This design comes from an exercise in tuning for small area, a short achievable clock period and few clock cycles per item on the open sky130 flow, not from production work.
Where RTL was checked, it was by simulation tests only, not by an equivalence proof against the original.
Function not checked in run 1: the RTL went through the layout flow alone.

`flow/run.sh`:
```
#!/bin/bash
# synth_recipe.tcl (not shown) runs the flow's synth.tcl, then flattens the netlist and writes it again
# the make line also repeats each setting of config.mk as NAME=value (left out here)
make -C /OpenROAD-flow-scripts/flow DESIGN_CONFIG=/design/flow/config.mk WORK_HOME=/design/flow/orfs CLKGATE_MAP_FILE= SYNTH_SCRIPT=/design/flow/synth_recipe.tcl finish
```
`flow/design.v`:
```
`timescale 1ns/1ps
package mat_cfg_pkg;
    localparam int MAT_N  = 4;
    localparam int IDX_W  = 2;
    localparam int ADDR_W = 4;
    localparam int OPND_W = 8;
    localparam int ACC_W  = 20;
    localparam int C_W    = 18;
    typedef logic signed [OPND_W-1:0] operand_t;
    typedef logic signed [ACC_W-1:0]  acc_t;
    typedef logic [MAT_N*OPND_W-1:0] opnd_row_t;
    typedef logic [MAT_N*ACC_W-1:0] acc_row_t;
endpackage
`timescale 1ns/1ps
package mat_ctrl_pkg;
    typedef enum logic [1:0] {
        OP_NOP    = 2'd0,
        OP_LOAD_A = 2'd1,
        OP_LOAD_B = 2'd2,
        OP_START  = 2'd3
    } host_op_e;
    typedef enum logic [1:0] {
        EX_IDLE,
        EX_MAC,
        EX_STORE
    } exec_state_e;
endpackage
`timescale 1ns/1ps
import mat_ctrl_pkg::*;
module host_cmd_decode (
    input  logic                           clk,
    input  logic                           rst_n,
    input  logic                           cmd_valid,
    input  logic [1:0]                     cmd_op,
    input  logic                           busy_next,
    output logic                           wr_a,
    output logic                           wr_b,
    output logic                           start,
    output logic                           clr
);
    logic cmd_ok;
    assign cmd_ok = cmd_valid && !busy_next;
    assign wr_a   = cmd_ok && (cmd_op == OP_LOAD_A);
    assign wr_b   = cmd_ok && (cmd_op == OP_LOAD_B);
    always_ff @(posedge clk or negedge rst_n) begin
        if (!rst_n) begin
            start <= 1'b0;
        end else begin
            start <= cmd_ok && (cmd_op == OP_START);
        end
    end
    always_ff @(posedge clk or negedge rst_n) begin
        if (!rst_n) begin
            clr <= 1'b1;
        end else begin
            clr <= 1'b0;
        end
    end
endmodule
`timescale 1ns/1ps
import mat_cfg_pkg::*;
module operand_bank (
    input  logic                                 clk,
    input  logic                                 clr,
    input  logic                                 wr_a,
    input  logic                                 wr_b,
    input  logic                                 sel_a,
    input  logic [mat_cfg_pkg::ADDR_W-1:0]       addr,
    input  mat_cfg_pkg::operand_t                data,
    output logic [OPND_W-1:0]                    old_val,
    output logic [MAT_N*OPND_W-1:0]              x_row
);
    logic [MAT_N*MAT_N*OPND_W-1:0] mat_a;
    logic [MAT_N*MAT_N*OPND_W-1:0] mat_b;
    logic [IDX_W-1:0]              ai;
    logic [IDX_W-1:0]              aj;
    logic [IDX_W-1:0]              n_sel;
    logic [IDX_W-1:0]              rot;
    logic [MAT_N*OPND_W-1:0]       a_col;
    logic [MAT_N*OPND_W-1:0]       b_row;
    logic [MAT_N*OPND_W-1:0]       vec;
    assign ai    = addr[ADDR_W-1:IDX_W];
    assign aj    = addr[IDX_W-1:0];
    assign n_sel = sel_a ? aj : ai;
    assign rot   = sel_a ? ai : aj;
    always_ff @(posedge clk) begin
        for (int e = 0; e < MAT_N*MAT_N; e++) begin
            if (clr || (wr_a && addr == ADDR_W'(e))) mat_a[e*OPND_W +: OPND_W] <= clr ? '0 : data;
            if (clr || (wr_b && addr == ADDR_W'(e))) mat_b[e*OPND_W +: OPND_W] <= clr ? '0 : data;
        end
    end
    always_comb begin
        for (int n = 0; n < MAT_N; n++) begin
            a_col[n*OPND_W +: OPND_W] = mat_a[(n*MAT_N + n_sel)*OPND_W +: OPND_W];
            b_row[n*OPND_W +: OPND_W] = mat_b[(n_sel*MAT_N + n)*OPND_W +: OPND_W];
        end
        vec = sel_a ? b_row : a_col;
        for (int m = 0; m < MAT_N; m++) begin
            logic [IDX_W-1:0] q;
            q = IDX_W'(m) - rot;
            x_row[m*OPND_W +: OPND_W] = vec[q*OPND_W +: OPND_W];
        end
        old_val = sel_a ? a_col[ai*OPND_W +: OPND_W] : b_row[aj*OPND_W +: OPND_W];
    end
endmodule
`timescale 1ns/1ps
import mat_cfg_pkg::*;
module matmul_execute (
    input  logic                            clk,
    input  logic                            rst_n,
    input  logic                            clr,
    input  logic                            start,
    input  logic                            load,
    input  logic                            sel_a,
    input  logic [ADDR_W-1:0]               addr,
    input  mat_cfg_pkg::operand_t           data,
    input  logic [OPND_W-1:0]               old_val,
    input  logic [MAT_N*OPND_W-1:0]         x_row,
    output logic                            busy,
    output logic                            busy_next,
    output logic                            done,
    output logic [MAT_N*MAT_N*C_W-1:0]    c_live
);
    localparam int DW = OPND_W + 1;
    logic                        s1_vld;
    logic signed [DW-1:0]        s1_d;
    logic [3:0]                  s1_bn  [MAT_N];
    logic [3:0]                  s1_bo  [MAT_N];
    logic [3:0]                  s1_bt  [MAT_N];
    logic [IDX_W-1:0]            s1_sel [MAT_N];
    logic signed [C_W-1:0]       c_old  [MAT_N];
    logic signed [C_W-1:0]       c_new  [MAT_N];
    assign busy_next = start;
    always_ff @(posedge clk or negedge rst_n) begin
        if (!rst_n) begin
            busy <= 1'b0;
            done <= 1'b0;
        end else begin
            busy <= busy_next;
            if (start) begin
                done <= 1'b0;
            end else if (busy) begin
                done <= 1'b1;
            end
        end
    end
    always_ff @(posedge clk or negedge rst_n) begin
        if (!rst_n) begin
            s1_vld <= 1'b0;
        end else begin
            s1_vld <= load;
        end
    end
    always_ff @(posedge clk) begin
        s1_d <= DW'($signed(data)) - DW'($signed(old_val));
        for (int m = 0; m < MAT_N; m++) begin
            for (int k = 0; k < 4; k++) begin
                logic [2:0] t;
                t = {x_row[m*OPND_W + 2*k + 1], x_row[m*OPND_W + 2*k],
                     (k == 0) ? 1'b0 : x_row[m*OPND_W + 2*k - 1]};
                s1_bn[m][k] <= t[2];
                s1_bo[m][k] <= t[1] ^ t[0];
                s1_bt[m][k] <= (t == 3'b011) || (t == 3'b100);
            end
            s1_sel[m] <= sel_a ? addr[ADDR_W-1:IDX_W] : IDX_W'(m) - addr[IDX_W-1:0];
        end
    end
    always_comb begin
        for (int m = 0; m < MAT_N; m++) begin
            c_old[m] = '0;
            for (int r = 0; r < MAT_N; r++) begin
                if (s1_sel[m] == IDX_W'(r)) begin
                    c_old[m] = c_live[(r*MAT_N + ((m - r) & (MAT_N - 1)))*C_W +: C_W];
                end
            end
        end
    end
    for (genvar m = 0; m < MAT_N; m++) begin : g_lane
        mac_lane u_mac (
            .d (s1_d),
            .bn(s1_bn[m]),
            .bo(s1_bo[m]),
            .bt(s1_bt[m]),
            .c (c_old[m]),
            .y (c_new[m])
        );
    end
    always_ff @(posedge clk) begin
        for (int r = 0; r < MAT_N; r++) begin
            for (int c = 0; c < MAT_N; c++) begin
                if (clr || (s1_vld && s1_sel[(r + c) % MAT_N] == IDX_W'(r))) begin
                    c_live[(r*MAT_N + c)*C_W +: C_W] <= clr ? '0 : c_new[(r + c) % MAT_N];
                end
            end
        end
    end
endmodule
module mac_lane (
    input  logic [8:0]  d,
    input  logic [3:0]  bn,
    input  logic [3:0]  bo,
    input  logic [3:0]  bt,
    input  logic [17:0] c,
    output logic [17:0] y
);
    logic p0_0, p0_1, p0_2, p0_3, p0_4, p0_5, p0_6, p0_7, p0_8, p0_9, p1_0, p1_1, p1_2, p1_3, p1_4, p1_5, p1_6, p1_7, p1_8, p1_9, p2_0, p2_1, p2_2, p2_3, p2_4, p2_5, p2_6, p2_7, p2_8, p2_9, p3_0, p3_1, p3_2, p3_3, p3_4, p3_5, p3_6, p3_7, p3_8, p3_9, s0, k0, s1, k1, s2, k2, s3, k3, s4, k4, s5, k5, s6, k6, s7, k7, s8, k8, s9, k9, s10, k10, s11, k11, s12, k12, s13, k13, s14, k14, s15, k15, s16, k16, s17, k17, s18, k18, s19, k19, s20, k20, s21, k21, s22, k22, s23, k23, s24, k24, s25, k25, s26, k26, s27, k27, s28, k28, s29, k29, s30, k30, s31, k31, s32, k32, s33, k33, s34, k34, s35, k35, s36, k36, s37, k37, s38, k38, s39, k39, s40, k40, s41, k41, s42, k42, s43, k43, s44, k44;
    logic [17:0] r0;
    logic [17:0] r1;
    assign p0_0 = ((bo[0] & d[0]) | (bt[0] & 1'b0)) ^ bn[0];
    assign p0_1 = ((bo[0] & d[1]) | (bt[0] & d[0])) ^ bn[0];
    assign p0_2 = ((bo[0] & d[2]) | (bt[0] & d[1])) ^ bn[0];
    assign p0_3 = ((bo[0] & d[3]) | (bt[0] & d[2])) ^ bn[0];
    assign p0_4 = ((bo[0] & d[4]) | (bt[0] & d[3])) ^ bn[0];
    assign p0_5 = ((bo[0] & d[5]) | (bt[0] & d[4])) ^ bn[0];
    assign p0_6 = ((bo[0] & d[6]) | (bt[0] & d[5])) ^ bn[0];
    assign p0_7 = ((bo[0] & d[7]) | (bt[0] & d[6])) ^ bn[0];
    assign p0_8 = ((bo[0] & d[8]) | (bt[0] & d[7])) ^ bn[0];
    assign p0_9 = ((bo[0] & d[8]) | (bt[0] & d[8])) ^ bn[0];
    assign p1_0 = ((bo[1] & d[0]) | (bt[1] & 1'b0)) ^ bn[1];
    assign p1_1 = ((bo[1] & d[1]) | (bt[1] & d[0])) ^ bn[1];
    assign p1_2 = ((bo[1] & d[2]) | (bt[1] & d[1])) ^ bn[1];
    assign p1_3 = ((bo[1] & d[3]) | (bt[1] & d[2])) ^ bn[1];
    assign p1_4 = ((bo[1] & d[4]) | (bt[1] & d[3])) ^ bn[1];
    assign p1_5 = ((bo[1] & d[5]) | (bt[1] & d[4])) ^ bn[1];
    assign p1_6 = ((bo[1] & d[6]) | (bt[1] & d[5])) ^ bn[1];
    assign p1_7 = ((bo[1] & d[7]) | (bt[1] & d[6])) ^ bn[1];
    assign p1_8 = ((bo[1] & d[8]) | (bt[1] & d[7])) ^ bn[1];
    assign p1_9 = ((bo[1] & d[8]) | (bt[1] & d[8])) ^ bn[1];
    assign p2_0 = ((bo[2] & d[0]) | (bt[2] & 1'b0)) ^ bn[2];
    assign p2_1 = ((bo[2] & d[1]) | (bt[2] & d[0])) ^ bn[2];
    assign p2_2 = ((bo[2] & d[2]) | (bt[2] & d[1])) ^ bn[2];
    assign p2_3 = ((bo[2] & d[3]) | (bt[2] & d[2])) ^ bn[2];
    assign p2_4 = ((bo[2] & d[4]) | (bt[2] & d[3])) ^ bn[2];
    assign p2_5 = ((bo[2] & d[5]) | (bt[2] & d[4])) ^ bn[2];
    assign p2_6 = ((bo[2] & d[6]) | (bt[2] & d[5])) ^ bn[2];
    assign p2_7 = ((bo[2] & d[7]) | (bt[2] & d[6])) ^ bn[2];
    assign p2_8 = ((bo[2] & d[8]) | (bt[2] & d[7])) ^ bn[2];
    assign p2_9 = ((bo[2] & d[8]) | (bt[2] & d[8])) ^ bn[2];
    assign p3_0 = ((bo[3] & d[0]) | (bt[3] & 1'b0)) ^ bn[3];
    assign p3_1 = ((bo[3] & d[1]) | (bt[3] & d[0])) ^ bn[3];
    assign p3_2 = ((bo[3] & d[2]) | (bt[3] & d[1])) ^ bn[3];
    assign p3_3 = ((bo[3] & d[3]) | (bt[3] & d[2])) ^ bn[3];
    assign p3_4 = ((bo[3] & d[4]) | (bt[3] & d[3])) ^ bn[3];
    assign p3_5 = ((bo[3] & d[5]) | (bt[3] & d[4])) ^ bn[3];
    assign p3_6 = ((bo[3] & d[6]) | (bt[3] & d[5])) ^ bn[3];
    assign p3_7 = ((bo[3] & d[7]) | (bt[3] & d[6])) ^ bn[3];
    assign p3_8 = ((bo[3] & d[8]) | (bt[3] & d[7])) ^ bn[3];
    assign p3_9 = ((bo[3] & d[8]) | (bt[3] & d[8])) ^ bn[3];
    assign s0 = p0_4 ^ p1_2;
    assign k0 = p0_4 & p1_2;
    assign s1 = p0_5 ^ p1_3;
    assign k1 = p0_5 & p1_3;
    assign s2 = p0_6 ^ p1_4 ^ p2_2;
    assign k2 = (p0_6 & p1_4) | (p0_6 & p2_2) | (p1_4 & p2_2);
    assign s3 = p3_0 ^ bn[3];
    assign k3 = p3_0 & bn[3];
    assign s4 = p0_7 ^ p1_5 ^ p2_3;
    assign k4 = (p0_7 & p1_5) | (p0_7 & p2_3) | (p1_5 & p2_3);
    assign s5 = p3_1 ^ c[7];
    assign k5 = p3_1 & c[7];
    assign s6 = p0_8 ^ p1_6 ^ p2_4;
    assign k6 = (p0_8 & p1_6) | (p0_8 & p2_4) | (p1_6 & p2_4);
    assign s7 = p3_2 ^ c[8];
    assign k7 = p3_2 & c[8];
    assign s8 = ~p0_9 ^ p1_7 ^ p2_5;
    assign k8 = (~p0_9 & p1_7) | (~p0_9 & p2_5) | (p1_7 & p2_5);
    assign s9 = p3_3 ^ c[9] ^ 1'b1;
    assign k9 = (p3_3 & c[9]) | (p3_3 & 1'b1) | (c[9] & 1'b1);
    assign s10 = p1_8 ^ p2_6 ^ p3_4;
    assign k10 = (p1_8 & p2_6) | (p1_8 & p3_4) | (p2_6 & p3_4);
    assign s11 = c[10] ^ 1'b1;
    assign k11 = c[10] & 1'b1;
    assign s12 = ~p1_9 ^ p2_7 ^ p3_5;
    assign k12 = (~p1_9 & p2_7) | (~p1_9 & p3_5) | (p2_7 & p3_5);
    assign s13 = p2_8 ^ p3_6;
    assign k13 = p2_8 & p3_6;
    assign s14 = p0_2 ^ p1_0;
    assign k14 = p0_2 & p1_0;
    assign s15 = p0_3 ^ p1_1;
    assign k15 = p0_3 & p1_1;
    assign s16 = p2_0 ^ bn[2] ^ c[4];
    assign k16 = (p2_0 & bn[2]) | (p2_0 & c[4]) | (bn[2] & c[4]);
    assign s17 = p2_1 ^ c[5] ^ k0;
    assign k17 = (p2_1 & c[5]) | (p2_1 & k0) | (c[5] & k0);
    assign s18 = c[6] ^ k1 ^ s2;
    assign k18 = (c[6] & k1) | (c[6] & s2) | (k1 & s2);
    assign s19 = k2 ^ k3 ^ s4;
    assign k19 = (k2 & k3) | (k2 & s4) | (k3 & s4);
    assign s20 = k4 ^ k5 ^ s6;
    assign k20 = (k4 & k5) | (k4 & s6) | (k5 & s6);
    assign s21 = k6 ^ k7 ^ s8;
    assign k21 = (k6 & k7) | (k6 & s8) | (k7 & s8);
    assign s22 = k8 ^ k9 ^ s10;
    assign k22 = (k8 & k9) | (k8 & s10) | (k9 & s10);
    assign s23 = c[11] ^ k10 ^ k11;
    assign k23 = (c[11] & k10) | (c[11] & k11) | (k10 & k11);
    assign s24 = c[12] ^ 1'b1 ^ k12;
    assign k24 = (c[12] & 1'b1) | (c[12] & k12) | (1'b1 & k12);
    assign s25 = ~p2_9 ^ p3_7 ^ c[13];
    assign k25 = (~p2_9 & p3_7) | (~p2_9 & c[13]) | (p3_7 & c[13]);
    assign s26 = p3_8 ^ c[14];
    assign k26 = p3_8 & c[14];
    assign s27 = p0_0 ^ bn[0];
    assign k27 = p0_0 & bn[0];
    assign s28 = p0_1 ^ c[1];
    assign k28 = p0_1 & c[1];
    assign s29 = bn[1] ^ c[2] ^ s14;
    assign k29 = (bn[1] & c[2]) | (bn[1] & s14) | (c[2] & s14);
    assign s30 = c[3] ^ k14 ^ s15;
    assign k30 = (c[3] & k14) | (c[3] & s15) | (k14 & s15);
    assign s31 = s0 ^ k15 ^ s16;
    assign k31 = (s0 & k15) | (s0 & s16) | (k15 & s16);
    assign s32 = s1 ^ k16 ^ s17;
    assign k32 = (s1 & k16) | (s1 & s17) | (k16 & s17);
    assign s33 = s3 ^ k17 ^ s18;
    assign k33 = (s3 & k17) | (s3 & s18) | (k17 & s18);
    assign s34 = s5 ^ k18 ^ s19;
    assign k34 = (s5 & k18) | (s5 & s19) | (k18 & s19);
    assign s35 = s7 ^ k19 ^ s20;
    assign k35 = (s7 & k19) | (s7 & s20) | (k19 & s20);
    assign s36 = s9 ^ k20 ^ s21;
    assign k36 = (s9 & k20) | (s9 & s21) | (k20 & s21);
    assign s37 = s11 ^ k21 ^ s22;
    assign k37 = (s11 & k21) | (s11 & s22) | (k21 & s22);
    assign s38 = s12 ^ k22 ^ s23;
    assign k38 = (s12 & k22) | (s12 & s23) | (k22 & s23);
    assign s39 = s13 ^ k23 ^ s24;
    assign k39 = (s13 & k23) | (s13 & s24) | (k23 & s24);
    assign s40 = k13 ^ k24 ^ s25;
    assign k40 = (k13 & k24) | (k13 & s25) | (k24 & s25);
    assign s41 = 1'b1 ^ k25 ^ s26;
    assign k41 = (1'b1 & k25) | (1'b1 & s26) | (k25 & s26);
    assign s42 = ~p3_9 ^ c[15] ^ k26;
    assign k42 = (~p3_9 & c[15]) | (~p3_9 & k26) | (c[15] & k26);
    assign s43 = c[16] ^ 1'b1;
    assign k43 = c[16] & 1'b1;
    assign s44 = c[17] ^ 1'b1;
    assign k44 = c[17] & 1'b1;
    assign r0 = {k43, k42, k41, k40, k39, k38, k37, k36, k35, k34, k33, k32, k31, k30, k29, k28, k27, c[0]};
    assign r1 = {s44, s43, s42, s41, s40, s39, s38, s37, s36, s35, s34, s33, s32, s31, s30, s29, s28, s27};
    assign y  = r0 + r1;
endmodule
`timescale 1ns/1ps
import mat_cfg_pkg::*;
module result_store (
    input  logic                           clk,
    input  logic                           copy,
    input  logic [MAT_N*MAT_N*C_W-1:0]   c_live,
    input  logic [ADDR_W-1:0]              rd_addr,
    output mat_cfg_pkg::acc_t              rd_data
);
    logic [MAT_N*MAT_N*C_W-1:0] res;
    always_ff @(posedge clk) begin
        if (copy) res <= c_live;
    end
    assign rd_data = ACC_W'($signed(res[rd_addr*C_W +: C_W]));
endmodule
`timescale 1ns/1ps
import mat_cfg_pkg::*;
module mat_engine_top (
    input  logic                           clk,
    input  logic                           rst_n,
    input  logic                           cmd_valid,
    input  logic [1:0]                     cmd_op,
    input  logic [mat_cfg_pkg::ADDR_W-1:0] cmd_addr,
    input  logic [mat_cfg_pkg::OPND_W-1:0] cmd_data,
    input  logic [mat_cfg_pkg::ADDR_W-1:0] rd_addr,
    output logic [mat_cfg_pkg::ACC_W-1:0]  rd_data,
    output logic                           busy,
    output logic                           done
);
    logic                          wr_a;
    logic                          wr_b;
    logic                          start;
    logic                          clr;
    logic                          busy_next;
    logic                          sel_a;
    logic [OPND_W-1:0]             old_val;
    logic [MAT_N*OPND_W-1:0]       x_row;
    logic [MAT_N*MAT_N*C_W-1:0]  c_live;
    assign sel_a = (cmd_op == mat_ctrl_pkg::OP_LOAD_A);
    host_cmd_decode u_decode (
        .clk       (clk),
        .rst_n     (rst_n),
        .cmd_valid (cmd_valid),
        .cmd_op    (cmd_op),
        .busy_next (busy_next),
        .wr_a      (wr_a),
        .wr_b      (wr_b),
        .start     (start),
        .clr       (clr)
    );
    operand_bank u_bank (
        .clk     (clk),
        .clr     (clr),
        .wr_a    (wr_a),
        .wr_b    (wr_b),
        .sel_a   (sel_a),
        .addr    (cmd_addr),
        .data    (cmd_data),
        .old_val (old_val),
        .x_row   (x_row)
    );
    matmul_execute u_exec (
        .clk       (clk),
        .rst_n     (rst_n),
        .clr       (clr),
        .start     (start),
        .load      (wr_a || wr_b),
        .sel_a     (sel_a),
        .addr      (cmd_addr),
        .data      (cmd_data),
        .old_val   (old_val),
        .x_row     (x_row),
        .busy      (busy),
        .busy_next (busy_next),
        .done      (done),
        .c_live    (c_live)
    );
    result_store u_result (
        .clk      (clk),
        .copy     (busy),
        .c_live   (c_live),
        .rd_addr  (rd_addr),
        .rd_data  (rd_data)
    );
endmodule
```
`flow/config.mk`:
```
export PLATFORM = sky130hd
export DESIGN_NAME = mat_engine_top
export DESIGN_NICKNAME = mat_engine_top
export VERILOG_FILES = /design/flow/design.v
export SDC_FILE = /design/flow/constraint.sdc
export NUM_CORES = 4
export LEC_CHECK = 0
export CAP_MARGIN = 20
export CORE_MARGIN = 2
export CORE_UTILIZATION = 55
export PLACE_DENSITY = 0.7
export SETUP_SLACK_MARGIN = 3.5
export SLEW_MARGIN = 20
```
`flow/constraint.sdc`:
```
create_clock -name core_clock -period 8.5 [get_ports {clk}]
set_input_delay 1.7000 -clock core_clock [delete_from_list [all_inputs] [get_ports {clk}]]
set_output_delay 1.7000 -clock core_clock [all_outputs]
set_load 0.01 [all_outputs]
```
==> flow_metrics.tcl, run 1 <==
set metrics [dict create \
    avgSynthCellArea_um2 15.0 \
    hold_violations 0 \
    initial_utilization_pct 55.7 \
    worstHoldPathType "flop to flop" \
    critPathCaptureType "primary output" \
    grt_pass1_wl_um 195000 \
    synth_area_mm2 0.0459 \
    synth-seq-cells 900 \
    clkLatencyLatePin_ns 0.70 \
    cts_tree "built" \
    place_area_mm2 0.0474 \
    num_vias 28000 \
    cts.path.max_buffers 3 \
    synthFlopType "edfxtp_1" \
    die-area_mm2 0.0857 \
    yosys-top-cells-count "832 x edfxtp_1, 231 x inv_1, 217 x mux4_2" \
    grt_overflow 0 \
    async_reset_ff_share_pct 0.556 \
    synthCells 3060 \
    drt_first_pass_iters 6 \
    antenna_found_initial 1 \
    route.detailed.drc 0 \
    root_buffer "clkbuf_16" \
    grt_pass1_vias 27900 \
    synth_most_common_cell "edfxtp_1" \
    min_period_ns 5.04 \
    htree_levels 3 \
    n_fill_cell 5837 \
    core_region_area_mm2 0.0824 \
    postLayoutCellArea_mm2 0.0520 \
    slowest_delay_ns 0.48 \
    slew_headroom_pct 21.8 \
    grt_setup_unrepaired "yes" \
    final.setup.worst_slack_ns 3.46 \
    track_usage_pct 32.0 \
    synth_seq_area_share_pct 57.5 \
    cp_max_fo 5 \
    worstPathRequired_ns 6.80 \
    synth_top_area_share_pct 54.5 \
    tightest_slew_ns 1.17 \
    cp.arrival_ns 3.34 \
    synth_edf_count 832 \
    finalNonFillerCells 4299 \
    worst-path-buf-inv 5 \
    timing.critical_path.from "rd_addr[0]" \
    cts_buffers 91 \
    dp_hpwl_um 91100 \
    ios 43 \
    die_height_um 293 \
    crit_slowest_cell "mux4_2" \
    setup_tns_ns 0 \
    port_buffers 42 \
    place_ws_ns 2.12 \
    ys_types 70 \
    crit_chain "buf_16, buf_12, buf_16, buf_12, mux4_2, mux4_2, buf_6" \
    drive_gt1_share_pct 20.0 \
    clock_skew_ns 0.102 \
    clock.fmax_mhz 198 \
    finalCritPeriodShare_pct 59.3 \
    crit_type "input port to primary output" \
    rr_endpoint "u_exec.c_live[87]" \
    synthTopCellsByArea "edfxtp_1 54%, mux4_2 11%, fa_1 4.9%" \
    drt_iter0_drc 3252 \
    fp.dieW_um 293 \
    cp_top_family "multiplexers" \
    clk_pin_slew_ns 0.06 \
    wl_per_cell_um 31.6 \
    status "complete, no violations" \
    synth_area_leader_cell "edfxtp_1" \
    r2r-start "u_exec.s1_bo[1][2]" \
    drv_cap 0 \
    yosys_warnings 15 \
    min-delay-start "u_exec.c_live[7]" \
    gp_congestion 0.964 \
    finalMaxSlewViolations 0 \
    cts.sinks 900 \
    dp_cells 4053 \
    min_to "u_result.res[7]" \
    rows 105 \
    synth_fp_nets 3346 \
    totalWireLength_um 136000 \
    startpoint_type "input port" \
    layout.nets 3440 \
    setup_viol_count_final 0 \
    vias_per_cell 6.50 \
    drtAntennaViolNets 0 \
    holdPathStages 0 \
    reg2reg_slack_ns 3.58 \
    worst-r2r-cell-count 14 \
    antenna_cells 0 \
    syn2layout_area_growth_pct 13.4 \
    grt_max_degree 188 \
]
[layout by cell type (no fill, tap or decap), drive strengths merged, types with 12 or more instances in the layout]
| master | Yosys | final |
|---|---|---|
| a211oi | 31 | 31 |
| a21o | 49 | 49 |
| a21oi | 52 | 53 |
| a22o | 12 | 12 |
| a22oi | 163 | 163 |
| a31oi | 23 | 23 |
| and2 | 17 | 17 |
| and3 | 12 | 12 |
| buf | 64 | 159 |
| clkbuf | 120 | 113 |
| clkdlybuf4s50 | 0 | 14 |
| clkinv | 1 | 44 |
| dfxtp | 63 | 63 |
| edfxtp | 832 | 832 |
| fa | 113 | 113 |
| ha | 152 | 152 |
| inv | 236 | 243 |
| mux2 | 23 | 23 |
| mux2i | 102 | 102 |
| mux4 | 217 | 217 |
| nand2 | 125 | 125 |
| nand3 | 14 | 14 |
| nor2 | 129 | 129 |
| nor2b | 30 | 30 |
| nor3 | 19 | 19 |
| o21a | 13 | 13 |
| o21ai | 52 | 52 |
| o21bai | 51 | 51 |
| o22ai | 22 | 22 |
| xnor2 | 117 | 117 |
| xor2 | 99 | 99 |
[layer usage]
layer / global-route usage (%) / up-vias / routed length [µm]
met5: 0 / - / 12
met4: 14.9 / 2 / 7490
met3: 5.89 / 327 / 11000
met2: 53.4 / 1511 / 66200
met1: 40.8 / 14300 / 51000
li1: - / 11800 / -
[flip-flops by register name, summed over array words and instances (netlist names), 6 cells and up]
name / count
u_exec.c_live: 288
u_bank.mat_a: 128
u_exec.s1_bo: 16
u_exec.s1_sel: 6
u_exec.s1_d: 9
u_result.res: 288
u_bank.mat_b: 128
u_exec.s1_bn: 16
u_exec.s1_bt: 16
[worst max-delay path by stage]
stage / end / slack (ns) / depth (start not counted)
2_1_floorplan: u_exec.s1_d[7] / 3.50 / 15
3_3_place_gp: u_exec.s1_d[8] / 2.21 / 15
3_5_place_dp: u_exec.s1_d[8] / 2.12 / 15
4_1_cts: rd_data[2] / 3.45 / 6
5_1_grt: rd_data[13] / 3.44 / 7
6_report: rd_data[13] / 3.46 / 7
[what timing repair did]
item,in CTS,in global routing
hold buffers,0,0
cloned,15,1
setup buffers,40,21
hold endpoints to repair,0,0
gates resized for setup,166,55
setup endpoints to repair,194,90
pin swaps,3,3
[per-stage QoR]
| stage | utilization [%] | hold slack, ns |
|---|---|---|
| global route | 63.2 | 0.391 |
| finish | 63.2 | 0.379 |
| CTS | 62.6 | 0.380 |
| global placement | 57.5 | 0.384 |
| floorplan | - | 0.375 |
| detailed placement | 57.6 | 0.387 |
[final cells by class]
| class | count | area (µm²) | area share, % |
|---|---|---|---|
| tap | 1070 | 1340 | 2.57 |
| multi-input combinational | 1740 | 18200 | 34.9 |
| clock buffer | 109 | 2370 | 4.55 |
| sequential | 900 | 26400 | 50.8 |
| clock inverter | 59 | 682 | 1.31 |
| inverter | 237 | 891 | 1.71 |
| timing repair buffer | 184 | 2180 | 4.19 |
[cell families (layout without fill, tap and decap cells)]
family / count (synthesis) / count (layout) / share of synthesized area [%]
and+or+nand+nor: 388 / 388 / 3.87
adders and majority gates: 265 / 265 / 9.08
AOI/OAI and AO/OA: 527 / 528 / 8.21
muxes: 342 / 342 / 13.5
DFF: 900 / 900 / 57.5
other: 1 / 1 / 0.00818
buffers and inverters: 421 / 589 / 3.75
xor gates and xnor gates: 216 / 216 / 4.12
==> run 2: changes to the inputs <==
--- a/flow/design.v
+++ b/flow/design.v
@@ -32,30 +32,40 @@
     input  logic                           rst_n,
     input  logic                           cmd_valid,
     input  logic [1:0]                     cmd_op,
-    input  logic                           busy_next,
+    input  logic [mat_cfg_pkg::ADDR_W-1:0] cmd_addr,
+    input  mat_cfg_pkg::operand_t          cmd_data,
+    input  logic                           busy,
     output logic                           wr_a,
     output logic                           wr_b,
+    output logic                           sel_a,
+    output logic [mat_cfg_pkg::ADDR_W-1:0] wr_addr,
+    output mat_cfg_pkg::operand_t          wr_data,
     output logic                           start,
     output logic                           clr
 );
-    logic cmd_ok;
-    assign cmd_ok = cmd_valid && !busy_next;
-    assign wr_a   = cmd_ok && (cmd_op == OP_LOAD_A);
-    assign wr_b   = cmd_ok && (cmd_op == OP_LOAD_B);
+    logic       cmd_vld_q;
+    logic [1:0] cmd_op_q;
+    logic       cmd_ok;
     always_ff @(posedge clk or negedge rst_n) begin
         if (!rst_n) begin
-            start <= 1'b0;
+            cmd_vld_q <= 1'b0;
+            cmd_op_q  <= OP_NOP;
+            clr       <= 1'b1;
         end else begin
-            start <= cmd_ok && (cmd_op == OP_START);
+            cmd_vld_q <= cmd_valid;
+            cmd_op_q  <= cmd_op;
+            clr       <= 1'b0;
         end
     end
-    always_ff @(posedge clk or negedge rst_n) begin
-        if (!rst_n) begin
-            clr <= 1'b1;
-        end else begin
-            clr <= 1'b0;
-        end
+    always_ff @(posedge clk) begin
+        wr_addr <= cmd_addr;
+        wr_data <= cmd_data;
     end
+    assign cmd_ok = cmd_vld_q && !busy;
+    assign wr_a   = cmd_ok && (cmd_op_q == OP_LOAD_A);
+    assign wr_b   = cmd_ok && (cmd_op_q == OP_LOAD_B);
+    assign start  = cmd_ok && (cmd_op_q == OP_START);
+    assign sel_a  = (cmd_op_q == OP_LOAD_A);
 endmodule
 `timescale 1ns/1ps
 import mat_cfg_pkg::*;
@@ -117,7 +127,6 @@
     input  logic [OPND_W-1:0]               old_val,
     input  logic [MAT_N*OPND_W-1:0]         x_row,
     output logic                            busy,
-    output logic                            busy_next,
     output logic                            done,
     output logic [MAT_N*MAT_N*C_W-1:0]    c_live
 );
@@ -130,13 +139,12 @@
     logic [IDX_W-1:0]            s1_sel [MAT_N];
     logic signed [C_W-1:0]       c_old  [MAT_N];
     logic signed [C_W-1:0]       c_new  [MAT_N];
-    assign busy_next = start;
     always_ff @(posedge clk or negedge rst_n) begin
         if (!rst_n) begin
             busy <= 1'b0;
             done <= 1'b0;
         end else begin
-            busy <= busy_next;
+            busy <= start;
             if (start) begin
                 done <= 1'b0;
             end else if (busy) begin
@@ -373,20 +381,25 @@
     logic                          wr_b;
     logic                          start;
     logic                          clr;
-    logic                          busy_next;
+    logic [ADDR_W-1:0]             wr_addr;
+    mat_cfg_pkg::operand_t         wr_data;
     logic                          sel_a;
     logic [OPND_W-1:0]             old_val;
     logic [MAT_N*OPND_W-1:0]       x_row;
     logic [MAT_N*MAT_N*C_W-1:0]  c_live;
-    assign sel_a = (cmd_op == mat_ctrl_pkg::OP_LOAD_A);
     host_cmd_decode u_decode (
         .clk       (clk),
         .rst_n     (rst_n),
         .cmd_valid (cmd_valid),
         .cmd_op    (cmd_op),
-        .busy_next (busy_next),
+        .cmd_addr  (cmd_addr),
+        .cmd_data  (cmd_data),
+        .busy      (busy),
         .wr_a      (wr_a),
         .wr_b      (wr_b),
+        .sel_a     (sel_a),
+        .wr_addr   (wr_addr),
+        .wr_data   (wr_data),
         .start     (start),
         .clr       (clr)
     );
@@ -396,8 +409,8 @@
         .wr_a    (wr_a),
         .wr_b    (wr_b),
         .sel_a   (sel_a),
-        .addr    (cmd_addr),
-        .data    (cmd_data),
+        .addr    (wr_addr),
+        .data    (wr_data),
         .old_val (old_val),
         .x_row   (x_row)
     );
@@ -408,12 +421,11 @@
         .start     (start),
         .load      (wr_a || wr_b),
         .sel_a     (sel_a),
-        .addr      (cmd_addr),
-        .data      (cmd_data),
+        .addr      (wr_addr),
+        .data      (wr_data),
         .old_val   (old_val),
         .x_row     (x_row),
         .busy      (busy),
-        .busy_next (busy_next),
         .done      (done),
         .c_live    (c_live)
     );
==> flow_metrics.tcl, run 2 <==
set metrics [dict create \
    status "complete, no violations" \
    synth_edf_count 832 \
    fp.dieW_um 295 \
    clock_skew_ns 0.0241 \
    ios 43 \
    dr_wl_met3_um 9980 \
    crit_type "input port to primary output" \
    dp_cells 4152 \
    grt_max_degree 93 \
    rows 106 \
    cts.sinks 914 \
    synthCells 3118 \
    layout.nets 3421 \
    hold_violations 0 \
    synth-seq-cells 914 \
    synthFlopType "edfxtp_1" \
    worstPathRequired_ns 6.80 \
    synth_top_area_share_pct 53.6 \
    gp_congestion 0.929 \
    finalCritPeriodShare_pct 58.9 \
    worstHoldPathType "flop to flop" \
    slew_headroom_pct 27.5 \
    cp.arrival_ns 3.31 \
    ys_types 79 \
    drt_first_pass_iters 6 \
    yosys_warnings 15 \
    wl_met1_um 47800 \
    cts-hold-fix-buffers 0 \
    synth_area_mm2 0.0466 \
    route.detailed.drc 0 \
    drtAntennaViolNets 0 \
    cts_tree "built" \
    drive_gt1_share_pct 16.6 \
    yosys-top-cells-count "832 x edfxtp_1, 238 x inv_1, 217 x mux4_2" \
    setup_viol_count_final 0 \
    track_usage_pct 29.3 \
    grt_overflow 0 \
    finalNonFillerCells 4344 \
    hold_slack_ns 0.429 \
    cts_buffers 93 \
    startpoint_type "input port" \
    setup_tns_ns 0 \
    clkLatencyLatePin_ns 0.66 \
    grt_pass1_vias 28100 \
    largestRegisters "u_exec.c_live x288, u_result.res x288" \
    routed.top_layer "met4" \
    layout_commonest_cell "edfxtp_1" \
    layout_common_cells "832 x edfxtp_1, 238 x inv_1, 217 x mux4_2" \
    synthTopCellsByArea "edfxtp_1 54%, mux4_2 10%, fa_1 4.9%" \
    cp_max_fo 6 \
    final_core_util_pct 61.5 \
    synth_seq_area_share_pct 57.2 \
    vias_per_cell 6.46 \
    critPathCaptureType "primary output" \
    grt_pass1_wl_um 185000 \
    synth_fp_nets 3404 \
    syn2layout_area_growth_pct 10.7 \
    wl_met2_um 62600 \
    cts.path.max_buffers 3 \
    clock.fmax_mhz 200 \
    htree_levels 3 \
    drv_cap 0 \
    port_buffers 42 \
    finalMaxSlewViolations 0 \
    min_period_ns 5.01 \
    avgSynthCellArea_um2 14.9 \
    root_buffer "clkbuf_16" \
    initial_utilization_pct 55.6 \
    dp_hpwl_um 86300 \
    totalWireLength_um 126000 \
    die_height_um 295 \
    core_region_area_mm2 0.0838 \
    die-area_mm2 0.0870 \
    worst-r2r-cell-count 13 \
    synth_most_common_cell "edfxtp_1" \
    antenna_cells 0 \
    clk_pin_slew_ns 0.06 \
    grt_setup_unrepaired "yes" \
    num_vias 28000 \
    antenna_found_initial 0 \
    async_reset_ff_share_pct 0.766 \
    drt_iter0_drc 3142 \
    tightest_slew_ns 1.09 \
    synth_area_leader_cell "edfxtp_1" \
    holdPathStages 0 \
    wl_per_cell_um 29.0 \
]
## run 2: final cells by class
type	count	area, µm²
repair buffers	117	1330
fillers	6182	32200
clock inverters	47	485
inverters	242	908
multi-input cells	1767	18300
well taps	1134	1420
clock buffers	123	2490
flip-flops and latches	914	26700
## run 2: per-layer routing
layer,GRT usage [%],up-vias
met4,11.6,0
met5,0,-
met3,4.54,285
met2,49.6,1415
met1,38.4,14500
li1,-,11900
## run 2: final timing paths
kind / slack [ns] / endpoint / from
setup / recovery: 3.49 / rd_data[4] / rd_addr[0]
hold / removal: 0.43 / u_result.res[33] / u_exec.c_live[33]
setup reg to reg: 3.62 / u_exec.c_live[232] / u_exec.s1_sel[3][1]
hold reg to reg: 0.43 / u_result.res[33] / u_exec.c_live[33]
max in group asynchronous: 6.93 / u_decode.clr / rst_n
min in group asynchronous: 1.29 / u_decode.cmd_op_q[0] / rst_n
## run 2: cell families after synthesis
kind of cell / after synthesis / share of synthesized area (%)
XOR/XNOR: 220 / 4.14
AND/OR/NAND/NOR: 390 / 3.90
multiplexers: 350 / 13.5
adder cells (fa/ha/maj): 265 / 8.94
AO/OA/AOI/OAI: 540 / 8.35
flip-flops: 914 / 57.2
other: 1 / 0.00805
buffers and inverters: 438 / 3.91
## run 2: through the flow
step	instance area, µm²	worst slack (ns)
6_report	51600	3.49
5_1_grt	51600	3.47
4_1_cts	51400	3.33
3_5_place_dp	48000	2.18
3_3_place_gp	48000	2.25
2_1_floorplan	46600	3.52
## run 2: repair_timing
item                                    CTS  global route
gates resized for setup                  68            35
pin swaps                                 0             2
buffers inserted                          9             6
endpoints found under the setup margin  110           110
gates cloned                              5             1
## run 2: critical path, cell delays in order
cell and delay (ns):
buf_16 0.16, buf_12 0.16, buf_12 0.12, mux4_2 0.49
mux4_2 0.51, buf_6 0.14
Testbench counts of run 2, summed over its fixed seeds: cycles 12,816, items 480.
==> run 3: changes to the inputs <==
--- a/flow/config.mk
+++ b/flow/config.mk
@@ -9,5 +9,5 @@
 export CORE_MARGIN = 2
 export CORE_UTILIZATION = 55
 export PLACE_DENSITY = 0.7
-export SETUP_SLACK_MARGIN = 3.5
+export SETUP_SLACK_MARGIN = 4.0
 export SLEW_MARGIN = 20
==> flow_metrics.tcl, run 3 <==
set metrics [dict create \
    grt_overflow 0 \
    vias_per_cell 6.45 \
    status "complete, no violations" \
    grt_pass1_wl_um 193000 \
    fp.dieW_um 295 \
    cts_tree "built" \
    wl_per_cell_um 30.5 \
    grt_pass1_vias 28600 \
    grt_max_degree 183 \
    ios 43 \
    largestRegisters "u_exec.c_live x288, u_result.res x288" \
    holdPathStages 0 \
    grt_setup_unrepaired "yes" \
    yosys-top-cells-count "832 x edfxtp_1, 238 x inv_1, 217 x mux4_2" \
    htree_levels 3 \
    critPathCaptureType "primary output" \
    cp.arrival_ns 3.34 \
    cp_max_fo 6 \
    synth_area_leader_cell "edfxtp_1" \
    gp_congestion 0.976 \
    synth-seq-cells 914 \
    synth_seq_area_share_pct 57.2 \
    setup_tns_ns 0 \
    die_height_um 295 \
    final.setup.worst_slack_ns 3.46 \
    slew_headroom_pct 11.6 \
    layout_common_cells "832 x edfxtp_1, 230 x inv_1, 217 x mux4_2" \
    hold_violations 0 \
    setup_viol_count_final 0 \
    synth_top_area_share_pct 53.6 \
    drtAntennaViolNets 0 \
    synthTopCellsByArea "edfxtp_1 54%, mux4_2 10%, fa_1 4.9%" \
    dp_cells 4151 \
    synth_fp_nets 3404 \
    clkLatencyLatePin_ns 0.67 \
    r2r-start "u_exec.s1_d[6]" \
    startpoint_type "input port" \
    layout.nets 3507 \
    synthCells 3118 \
    min_to "u_result.res[179]" \
    min-delay-start "u_exec.c_live[179]" \
    route.detailed.drc 0 \
    synth_area_mm2 0.0466 \
    core_region_area_mm2 0.0838 \
    avgSynthCellArea_um2 14.9 \
    drt_iter0_drc 3208 \
    yosys_warnings 15 \
    initial_utilization_pct 55.6 \
    finalCritPeriodShare_pct 59.2 \
    cts_buffers 92 \
    syn2layout_area_growth_pct 15.5 \
    reg2reg_slack_ns 3.91 \
    synthFlopType "edfxtp_1" \
    async_reset_ff_share_pct 0.766 \
    dp_hpwl_um 87900 \
    port_buffers 42 \
    drt_first_pass_iters 8 \
    clk_pin_slew_ns 0.06 \
    cts.sinks 914 \
    rr_endpoint "u_exec.c_live[195]" \
    finalNonFillerCells 4432 \
    layout_commonest_cell "edfxtp_1" \
    tightest_slew_ns 1.33 \
    worstHoldPathType "flop to flop" \
    worstPathRequired_ns 6.80 \
    place_ws_ns 2.44 \
    ys_types 79 \
    num_vias 28600 \
    cts.path.max_buffers 3 \
    die-area_mm2 0.0870 \
    clock_skew_ns 0.0274 \
    synth_edf_count 832 \
    cts-hold-fix-buffers 0 \
    synth_most_common_cell "edfxtp_1" \
    clock.fmax_mhz 199 \
    crit_type "input port to primary output" \
    drv_cap 0 \
    rows 106 \
    root_buffer "clkbuf_16" \
    track_usage_pct 31.1 \
    min_period_ns 5.04 \
    drive_gt1_share_pct 25.5 \
    totalWireLength_um 135000 \
    worst-r2r-cell-count 19 \
    antenna_found_initial 3 \
    finalMaxSlewViolations 0 \
]
run 3: cell counts after synthesis:
No cell type changed its count.
run 3: logic make-up (layout without fill, tap and decap cells):
family	count (synthesis)	in the layout	synth area share, %
XOR/XNOR	220	220	4.14
buffers and inverters	438	615	3.91
adder cells (fa/ha/maj)	265	265	8.94
AO/OA/AOI/OAI	540	542	8.35
multiplexers	350	350	13.5
other	1	2	0.00805
flip-flops	914	914	57.2
AND/OR/NAND/NOR	390	390	3.90
run 3: metal layers:
layer  wire (µm)  global-route usage, %  vias to the layer above  share of wire, %
li1            -                      -                    12000                 -
met1       51500                   41.0                    14700                38
met2       65600                   51.2                     1517                48
met3       11700                   5.22                      324               8.7
met4        6470                   13.4                        2               4.8
met5          11                      0                        -            0.0081
run 3: cell type report:
cell class,instances,area (µm²)
timing repair buffer,203,2600
sequential,914,26800
antenna,1,2.50
fill,5927,30000
inverter,242,908
multi-input combinational,1768,19200
clock buffer,124,2520
clock inverter,46,372
tap,1134,1420
run 3: how the worst max path moves through the flow:
stage | start | end | slack (ns) | depth (start not counted)
3_3_place_gp | rd_addr[0] | rd_data[15] | 2.50 | 5
4_1_cts | rd_addr[0] | rd_data[17] | 3.44 | 5
3_5_place_dp | rd_addr[0] | rd_data[15] | 2.44 | 5
6_report | rd_addr[0] | rd_data[12] | 3.46 | 7
5_1_grt | rd_addr[0] | rd_data[12] | 3.44 | 7
2_1_floorplan | rd_addr[0] | rd_data[18] | 3.62 | 5
run 3: worst max-delay path, cell delays in order:
cell and delay (ns):
buf_16 0.14, buf_12 0.12, buf_12 0.09, buf_16 0.12
mux4_2 0.49, mux4_2 0.52, buf_6 0.14
run 3: metrics by stage:
stage / utilization (%) / hold WS, ns / instance area (µm²)
after global routing: 64.2 / 0.441 / 53800
after floorplan: - / 0.421 / 46800
final: 64.2 / 0.434 / 53800
after CTS: 62.6 / 0.437 / 52500
after global placement: 57.3 / 0.424 / 48000
after detailed placement: 57.3 / 0.428 / 48000
run 3: timing repair:
item	in CTS	in global routing
pin swaps	18	80
gates resized for setup	232	208
cloned	23	5
buffers inserted	32	50
setup endpoints to repair	235	172
==> run 4: changes to the inputs <==
--- a/flow/config.mk
+++ b/flow/config.mk
@@ -9,5 +9,5 @@
 export CORE_MARGIN = 2
 export CORE_UTILIZATION = 55
 export PLACE_DENSITY = 0.7
-export SETUP_SLACK_MARGIN = 4.0
+export SETUP_SLACK_MARGIN = 3.75
 export SLEW_MARGIN = 20
==> flow_metrics.tcl, run 4 <==
set metrics [dict create \
    status "complete, no violations" \
    die_height_um 295 \
    synth_seq_area_share_pct 57.2 \
    cp_max_fo 7 \
    die-area_mm2 0.0870 \
    min-delay-start "u_exec.c_live[146]" \
    tightest_slew_ns 1.09 \
    clock.fmax_mhz 200 \
    setup_viol_count_final 0 \
    critPathCaptureType "primary output" \
    synthTopCellsByArea "edfxtp_1 54%, mux4_2 10%, fa_1 4.9%" \
    finalMaxSlewViolations 0 \
    n_fill_cell 6033 \
    min_period_ns 5.00 \
    layout.nets 3460 \
    reg2reg_slack_ns 3.82 \
    clock_skew_ns 0.0298 \
    layout_commonest_cell "edfxtp_1" \
    drt_first_pass_iters 8 \
    wl_per_cell_um 29.5 \
    ys_types 79 \
    synth_area_mm2 0.0466 \
    avgSynthCellArea_um2 14.9 \
    hold_violations 0 \
    r2r-start "u_exec.s1_sel[0][1]" \
    cts.path.max_buffers 3 \
    cts-hold-fix-buffers 0 \
    route.detailed.drc 0 \
    grt_setup_unrepaired "yes" \
    yosys_warnings 15 \
    rows 106 \
    worstPathRequired_ns 6.80 \
    gp_congestion 0.990 \
    vias_per_cell 6.39 \
    finalCritPeriodShare_pct 58.8 \
    antenna_found_initial 1 \
    largestRegisters "u_exec.c_live x288, u_result.res x288" \
    totalWireLength_um 129000 \
    cts_tree "built" \
    dp_hpwl_um 86100 \
    drt_iter0_drc 3178 \
    setup_tns_ns 0 \
    async_reset_ff_share_pct 0.766 \
    yosys-top-cells-count "832 x edfxtp_1, 238 x inv_1, 217 x mux4_2" \
    fp.dieW_um 295 \
    crit_type "input port to primary output" \
    synth_fp_nets 3404 \
    synth-seq-cells 914 \
    track_usage_pct 29.9 \
    clkLatencyLatePin_ns 0.67 \
    synth_area_leader_cell "edfxtp_1" \
    synth_edf_count 832 \
    core_region_area_mm2 0.0838 \
    htree_levels 3 \
    synthFlopType "edfxtp_1" \
    drtAntennaViolNets 0 \
    worst-r2r-cell-count 13 \
    initial_utilization_pct 55.6 \
    grt_overflow 0 \
    grt_pass1_wl_um 187000 \
    slew_headroom_pct 26.8 \
    synthCells 3118 \
    final_core_util_pct 62.7 \
    antenna_cells 0 \
    clk_pin_slew_ns 0.06 \
    startpoint_type "input port" \
    synth_most_common_cell "edfxtp_1" \
    root_buffer "clkbuf_16" \
    grt_pass1_vias 28000 \
    cp.arrival_ns 3.30 \
    rr_endpoint "u_exec.c_live[194]" \
    holdPathStages 0 \
    cts.sinks 914 \
    synth_top_area_share_pct 53.6 \
    drv_cap 0 \
    syn2layout_area_growth_pct 12.8 \
    worstHoldPathType "flop to flop" \
    port_buffers 42 \
    grt_max_degree 85 \
    num_vias 28000 \
    layout_common_cells "832 x edfxtp_1, 238 x inv_1, 217 x mux4_2" \
    drive_gt1_share_pct 21.0 \
    ios 43 \
    min_to "u_result.res[146]" \
    cts_buffers 93 \
]
[run 4: worst max-delay path, cell delays in order]
cell    delay [ns]
buf_16        0.13
buf_12        0.12
buf_16        0.13
buf_6         0.09
mux4_2        0.48
mux4_2        0.49
buf_6         0.14
[run 4: area by class of cell]
| class | count | area, µm² | share of cell area [%] |
|---|---|---|---|
| Timing Repair Buffer | 156 | 1860 | 3.55 |
| Inverter | 242 | 908 | 1.73 |
| Sequential cell | 914 | 26700 | 50.9 |
| Multi-Input combinational cell | 1767 | 18500 | 35.1 |
| Tap cell | 1134 | 1420 | 2.70 |
| Clock inverter | 63 | 707 | 1.35 |
| Clock buffer | 110 | 2450 | 4.67 |
[run 4: through the flow]
| step | hold WS, ns | cell area (µm²) | worst slack, ns | std cells |
|---|---|---|---|---|
| floorplan | 0.421 | 46700 | 3.64 | 3118 |
| global placement | 0.424 | 48000 | 2.43 | 4149 |
| detailed placement | 0.427 | 48000 | 2.34 | 4150 |
| CTS | 0.430 | 51900 | 3.48 | 4352 |
| global route | 0.451 | 52500 | 3.45 | 4386 |
| finish | 0.430 | 52500 | 3.50 | 4386 |
[run 4: kinds of logic after synthesis]
kind of cell	synth area share [%]
fa+ha+maj	8.94
compound gates	8.35
simple gates	3.90
xor+xnor	4.14
mux	13.5
other cells	0.00805
buf+inv	3.91
flops	57.2
[run 4: per-layer routing]
layer | track usage [%] | vias to the layer above | part of all wire [%]
met3 | 4.10 | 288 | 7.9
met2 | 49.7 | 1403 | 49
met1 | 39.7 | 14400 | 38
li1 | - | 12000 | -
met5 | 0 | - | 0.011
met4 | 12.8 | 2 | 5.0
[run 4: how the worst max path moves through the flow]
stage,depth (start not counted),start,to
floorplan,5,rd_addr[0],rd_data[18]
global placement,5,rd_addr[0],rd_data[15]
detailed placement,5,rd_addr[0],rd_data[19]
CTS,7,rd_addr[0],rd_data[3]
global route,7,rd_addr[0],rd_data[3]
finish,7,rd_addr[0],rd_data[3]
[run 4: repair_timing]
| item | 4_1_cts | 5_1_grt |
|---|---|---|
| gates resized for setup | 147 | 112 |
| cloned | 10 | 3 |
| endpoints found under the setup margin | 183 | 140 |
| pin swaps | 2 | 10 |
| buffers inserted | 19 | 30 |
==> run 5: changes to the inputs <==
--- a/flow/config.mk
+++ b/flow/config.mk
@@ -8,6 +8,7 @@
 export CAP_MARGIN = 20
 export CORE_MARGIN = 2
 export CORE_UTILIZATION = 55
+export CTS_BUF_LIST = sky130_fd_sc_hd__clkbuf_4 sky130_fd_sc_hd__clkbuf_8
 export PLACE_DENSITY = 0.7
-export SETUP_SLACK_MARGIN = 3.75
+export SETUP_SLACK_MARGIN = 3.5
 export SLEW_MARGIN = 20
==> flow_metrics.tcl, run 5 <==
set metrics [dict create \
    status "complete, no violations" \
    critPathCaptureType "primary output" \
    clkLatencyLatePin_ns 0.85 \
    root_buffer "clkbuf_8" \
    fp.dieW_um 295 \
    path_common_cell "mux4_2" \
    layout.nets 3466 \
    slew_headroom_pct 26.2 \
    die-area_mm2 0.0870 \
    layout_common_cells "832 x edfxtp_1, 238 x inv_1, 217 x mux4_2" \
    worstPathRequired_ns 6.80 \
    timing.critical_path.from "rd_addr[0]" \
    antenna_found_initial 1 \
    min_period_ns 4.99 \
    ios 43 \
    final_core_util_pct 61.3 \
    drt_first_pass_iters 6 \
    synthFlopType "edfxtp_1" \
    synthCells 3118 \
    synth-seq-cells 914 \
    drv_cap 0 \
    track_usage_pct 29.6 \
    grt_max_degree 93 \
    cp_top_family "multiplexers" \
    syn2layout_area_growth_pct 10.4 \
    hold_violations 0 \
    cts.sinks 914 \
    drtAntennaViolNets 0 \
    route.detailed.drc 0 \
    wl_per_cell_um 28.6 \
    layout_commonest_cell "edfxtp_1" \
    gp_congestion 0.929 \
    cp_max_fo 6 \
    slowest_delay_ns 0.53 \
    min-delay-start "u_exec.c_live[26]" \
    crit_slowest_cell "mux4_2" \
    rows 106 \
    worstHoldPathType "flop to flop" \
    r2r-start "u_exec.s1_d[4]" \
    avgSynthCellArea_um2 14.9 \
    finalCritPeriodShare_pct 58.7 \
    crit_type "input port to primary output" \
    synth_area_leader_cell "edfxtp_1" \
    cp.arrival_ns 3.29 \
    clock_skew_ns 0.0565 \
    postLayoutCellArea_mm2 0.0514 \
    synth_edf_count 832 \
    initial_utilization_pct 55.6 \
    crit_chain "buf_16, buf_12, mux4_2, mux4_2, clkdlybuf4s15_1" \
    yosys_warnings 15 \
    finalMaxSlewViolations 0 \
    grt_setup_unrepaired "yes" \
    cts_tree "built" \
    async_reset_ff_share_pct 0.766 \
    setup_viol_count_final 0 \
    ys_types 79 \
    startpoint_type "input port" \
    synth_most_common_cell "edfxtp_1" \
    setup_tns_ns 0 \
    tightest_slew_ns 1.11 \
    dp_cells 4152 \
    cts.path.max_buffers 3 \
    synth_fp_nets 3404 \
    htree_levels 4 \
    clock.fmax_mhz 201 \
    drive_gt1_share_pct 19.0 \
    synth_seq_area_share_pct 57.2 \
    core_region_area_mm2 0.0838 \
    num_vias 28200 \
    largestRegisters "u_exec.c_live x288, u_result.res x288" \
    clk_pin_slew_ns 0.06 \
    grt_pass1_vias 28500 \
    yosys-top-cells-count "832 x edfxtp_1, 238 x inv_1, 217 x mux4_2" \
    worst-path-buf-inv 3 \
    port_buffers 42 \
    synth_top_area_share_pct 53.6 \
    finalNonFillerCells 4424 \
    synth_area_mm2 0.0466 \
    cts_buffers 148 \
    drt_iter0_drc 3189 \
    place_area_mm2 0.0480 \
    cts-hold-fix-buffers 0 \
    vias_per_cell 6.37 \
    die_height_um 295 \
    totalWireLength_um 126000 \
    grt_overflow 0 \
    synthTopCellsByArea "edfxtp_1 54%, mux4_2 10%, fa_1 4.9%" \
    grt_pass1_wl_um 185000 \
    dp_hpwl_um 86300 \
]
-- run 5: cell counts after synthesis --
No cell type changed its count.
-- run 5: cells by family (layout without fill, tap and decap cells) --
| kind of cell | count (synthesis) | count (layout) | synth area share [%] |
|---|---|---|---|
| flip-flops | 914 | 914 | 57.2 |
| other | 1 | 3 | 0.00805 |
| buffers and inverters | 438 | 607 | 3.91 |
| multiplexers | 350 | 350 | 13.5 |
| XOR/XNOR | 220 | 220 | 4.14 |
| adder cells (fa/ha/maj) | 265 | 265 | 8.94 |
| AND/OR/NAND/NOR | 390 | 390 | 3.90 |
| AO/OA/AOI/OAI | 540 | 541 | 8.35 |
-- run 5: path summary, 6_finish.rpt --
check / to / slack (ns) / cells after the start
max: rd_data[13] / 3.51 / 5
min: u_result.res[26] / 0.43 / 0
max reg2reg: u_exec.c_live[70] / 3.65 / 15
min reg2reg: u_result.res[26] / 0.43 / 0
max in group asynchronous: u_decode.clr / 7.09 / 1
min in group asynchronous: u_exec.s1_vld / 1.13 / 1
-- run 5: area by class of cell --
cell class	instances	area, µm²
inverters	242	908
diodes	2	5.00
clock inverters	55	443
multi-input cells	1767	18300
well taps	1134	1420
flip-flops and latches	914	26700
repair buffers	107	1190
fillers	6186	32400
clock buffers	203	2510
-- run 5: per-layer routing --
| layer | GRT usage [%] | routed length (µm) | share of wire, % |
|---|---|---|---|
| met1 | 38.0 | 47700 | 38 |
| met2 | 49.7 | 62300 | 49 |
| met3 | 5.07 | 10400 | 8.2 |
| met4 | 13.2 | 6030 | 4.8 |
| met5 | 0 | 0 | 0 |
-- run 5: per-stage QoR --
step	hold slack, ns	setup WS [ns]
CTS	0.422	3.36
detailed placement	0.427	2.18
finish	0.432	3.51
global placement	0.423	2.25
floorplan	0.421	3.52
global route	0.427	3.50
-- run 5: worst reg2reg max path: cells and delay by family (launching register included) --
family / cells / cell delay (ns)
fa+ha+maj: 4 / 1.68
compound gates: 4 / 1.01
simple gates: 3 / 0.62
flops: 1 / 0.48
xor+xnor: 2 / 0.44
buf+inv: 2 / 0.29
-- run 5: repair_timing --
| action | 4_1_cts | 5_1_grt |
|---|---|---|
| buffers inserted | 6 | 0 |
| pin swaps | 0 | 2 |
| resized for setup | 75 | 32 |
| cloned | 5 | 1 |
| setup endpoints to repair | 122 | 114 |
==> run 6: changes to the inputs <==
--- a/flow/config.mk
+++ b/flow/config.mk
@@ -8,7 +8,8 @@
 export CAP_MARGIN = 20
 export CORE_MARGIN = 2
 export CORE_UTILIZATION = 55
-export CTS_BUF_LIST = sky130_fd_sc_hd__clkbuf_4 sky130_fd_sc_hd__clkbuf_8
+export CTS_BUF_LIST = sky130_fd_sc_hd__clkbuf_8
+export CTS_CLUSTER_SIZE = 14
 export PLACE_DENSITY = 0.7
 export SETUP_SLACK_MARGIN = 3.5
 export SLEW_MARGIN = 20
==> flow_metrics.tcl, run 6 <==
set metrics [dict create \
    status "complete, no violations" \
    clock.fmax_mhz 200 \
    synthTopCellsByArea "edfxtp_1 54%, mux4_2 10%, fa_1 4.9%" \
    finalNonFillerCells 4427 \
    reg2reg_slack_ns 3.64 \
    fp.dieW_um 295 \
    grt_max_degree 93 \
    crit_slowest_cell "mux4_2" \
    slowest_delay_ns 0.51 \
    largestRegisters "u_exec.c_live x288, u_result.res x288" \
    clkLatencyLatePin_ns 0.85 \
    antenna_found_initial 2 \
    track_usage_pct 29.5 \
    initial_utilization_pct 55.6 \
    drv_cap 0 \
    critPathCaptureType "primary output" \
    port_buffers 42 \
    dp_cells 4152 \
    drt_iter0_drc 3212 \
    rr_endpoint "u_exec.c_live[68]" \
    wl_per_cell_um 28.5 \
    grt_pass1_wl_um 185000 \
    drtAntennaViolNets 0 \
    synth_area_leader_cell "edfxtp_1" \
    cts_buffers 148 \
    cp_top_family "multiplexers" \
    r2r-start "u_exec.s1_d[4]" \
    cp.arrival_ns 3.31 \
    layout_commonest_cell "edfxtp_1" \
    cp_max_fo 6 \
    synthFlopType "edfxtp_1" \
    route.detailed.drc 0 \
    cts_tree "built" \
    cts-hold-fix-buffers 0 \
    yosys-top-cells-count "832 x edfxtp_1, 238 x inv_1, 217 x mux4_2" \
    die_height_um 295 \
    rows 106 \
    dp_hpwl_um 86300 \
    multi_input_area_mm2 0.0183 \
    setup_tns_ns 0 \
    setup_viol_count_final 0 \
    synth_edf_count 832 \
    seq_area_mm2 0.0267 \
    synth_most_common_cell "edfxtp_1" \
    synthCells 3118 \
    n_fill_cell 6209 \
    num_vias 28100 \
    gr-usage-met1_pct 37.9 \
    async_reset_ff_share_pct 0.766 \
    vias_per_cell 6.35 \
    avgSynthCellArea_um2 14.9 \
    grt_use_met2_pct 49.7 \
    syn2layout_area_growth_pct 10.2 \
    clk_pin_slew_ns 0.06 \
    drt_first_pass_iters 6 \
    worstHoldPathType "flop to flop" \
    htree_levels 4 \
    grt_setup_unrepaired "yes" \
    worstPathRequired_ns 6.80 \
    finalCritPeriodShare_pct 58.9 \
    core_region_area_mm2 0.0838 \
    synth_seq_area_share_pct 57.2 \
    endpoint "rd_data[4]" \
    startpoint_type "input port" \
    path_depth 6 \
    yosys_warnings 15 \
    root_buffer "clkbuf_8" \
    synth_fp_nets 3404 \
    grt_overflow 0 \
    slew_headroom_pct 27.8 \
    ys_types 79 \
    worst-path-buf-inv 4 \
    grt.met3_usage_pct 5.39 \
    top_usage_layer "met2" \
    clock_skew_ns 0.0541 \
    synth_top_area_share_pct 53.6 \
    synth-seq-cells 914 \
    grt_pass1_vias 28500 \
    finalMaxSlewViolations 0 \
    totalWireLength_um 126000 \
    min_period_ns 5.01 \
    die-area_mm2 0.0870 \
    timing.critical_path.from "rd_addr[0]" \
    hold_violations 0 \
    layout.nets 3470 \
    ios 43 \
    cts.path.max_buffers 3 \
    layout_common_cells "832 x edfxtp_1, 284 x inv_1, 217 x mux4_2" \
    crit_chain "buf_16, buf_12, buf_12, mux4_2, mux4_2, buf_6" \
    synth_area_mm2 0.0466 \
    tightest_slew_ns 1.08 \
    worst-r2r-cell-count 15 \
    cts.sinks 914 \
    crit_type "input port to primary output" \
    drive_gt1_share_pct 17.8 \
    gp_congestion 0.929 \
]
## run 6: final cells by class
class / count / share of cell area (%)
Clock inverter: 101 / 1.15
Tap cell: 1134 / 2.76
Sequential cell: 914 / 52.0
Multi-Input combinational cell: 1767 / 35.6
Antenna cell: 1 / 0.00488
Clock buffer: 157 / 4.21
Timing Repair Buffer: 111 / 2.52
Inverter: 242 / 1.77
## run 6: how the worst min path moves through the flow
stage                            start  slack [ns]  depth (start not counted)                end
floorplan           u_exec.c_live[144]        0.42                          0  u_result.res[144]
global placement    u_exec.c_live[121]        0.42                          0  u_result.res[121]
detailed placement  u_exec.c_live[211]        0.43                          0  u_result.res[211]
CTS                  u_exec.c_live[38]        0.42                          0   u_result.res[38]
global route         u_exec.c_live[38]        0.43                          0   u_result.res[38]
finish               u_exec.c_live[26]        0.43                          0   u_result.res[26]
## run 6: cell families (layout without fill, tap and decap cells)
group,Yosys count,in the layout,synth area share (%)
muxes,350,350,13.5
adders and majority gates,265,265,8.94
AOI/OAI and AO/OA,540,541,8.35
other,1,2,0.00805
and+or+nand+nor,390,390,3.90
xor gates and xnor gates,220,220,4.14
DFF,914,914,57.2
buffers and inverters,438,611,3.91
## run 6: metal layers
metal | wire length (µm) | vias up
met4 | 5770 | 2
met5 | 13 | -
met2 | 62700 | 1460
li1 | - | 12000
met1 | 47900 | 14400
met3 | 10000 | 295
## run 6: metrics by stage
stage / setup WS [ns] / utilization, % / hold WS (ns) / instance area [µm²]
final: 3.49 / 61.2 / 0.431 / 51300
after global routing: 3.47 / 61.2 / 0.427 / 51300
after CTS: 3.33 / 61.0 / 0.422 / 51200
after detailed placement: 2.18 / 57.3 / 0.427 / 48000
after global placement: 2.25 / 57.3 / 0.423 / 48000
after floorplan: 3.52 / - / 0.421 / 46600
## run 6: what timing repair did
item | in CTS | in global routing
cloned | 5 | 1
gates resized for setup | 68 | 38
endpoints found under the setup margin | 122 | 115
pin swaps | 0 | 2
setup buffers | 9 | 1
endpoints found under the hold margin | 0 | 0

[what the ideal ports hide]
Ports are ideal in the flow. The routed layouts listed here were re-timed in OpenROAD.
Step 1 sets driving cells, clkbuf_16 on the clock port and buf_2 on the other inputs (assumed; they add their load-dependent delay and slew).
Step 2 moves the port delays by t, midway between the first and last clock arrival at a register: inputs arrive t later, outputs are due t later. That takes back most of the time a late clock gives input paths.
Three values: ideal, step 1, step 2; two values: the first two.
run | t (ns) | setup WS [ns] | worst setup path after step 2 | latest minus earliest clock arrival (ns) | slew at the worst register clock pin (ns)
run 1 | 0.716 | 3.457 / 3.223 / 2.861 | input to register | 0.103 / 0.103 | 0.07 / 0.07
run 2 | 0.714 | 3.491 / 3.145 / 3.145 | input to output | 0.024 / 0.025 | 0.07 / 0.07
run 3 | 0.725 | 3.465 / 3.088 / 3.088 | input to output | 0.030 / 0.030 | 0.06 / 0.06
run 4 | 0.722 | 3.502 / 3.202 / 3.202 | input to output | 0.031 / 0.030 | 0.07 / 0.07
run 5 | 0.885 | 3.513 / 3.084 / 3.084 | input to output | 0.057 / 0.057 | 0.08 / 0.08
run 6 | 0.883 | 3.492 / 3.140 / 3.140 | input to output | 0.055 / 0.055 | 0.08 / 0.08
After both steps setup and hold are still met in every run listed. For run 1, which loses most, drivers alone change the setup slack by -0.234 ns; drivers and shift together by -0.596 ns.
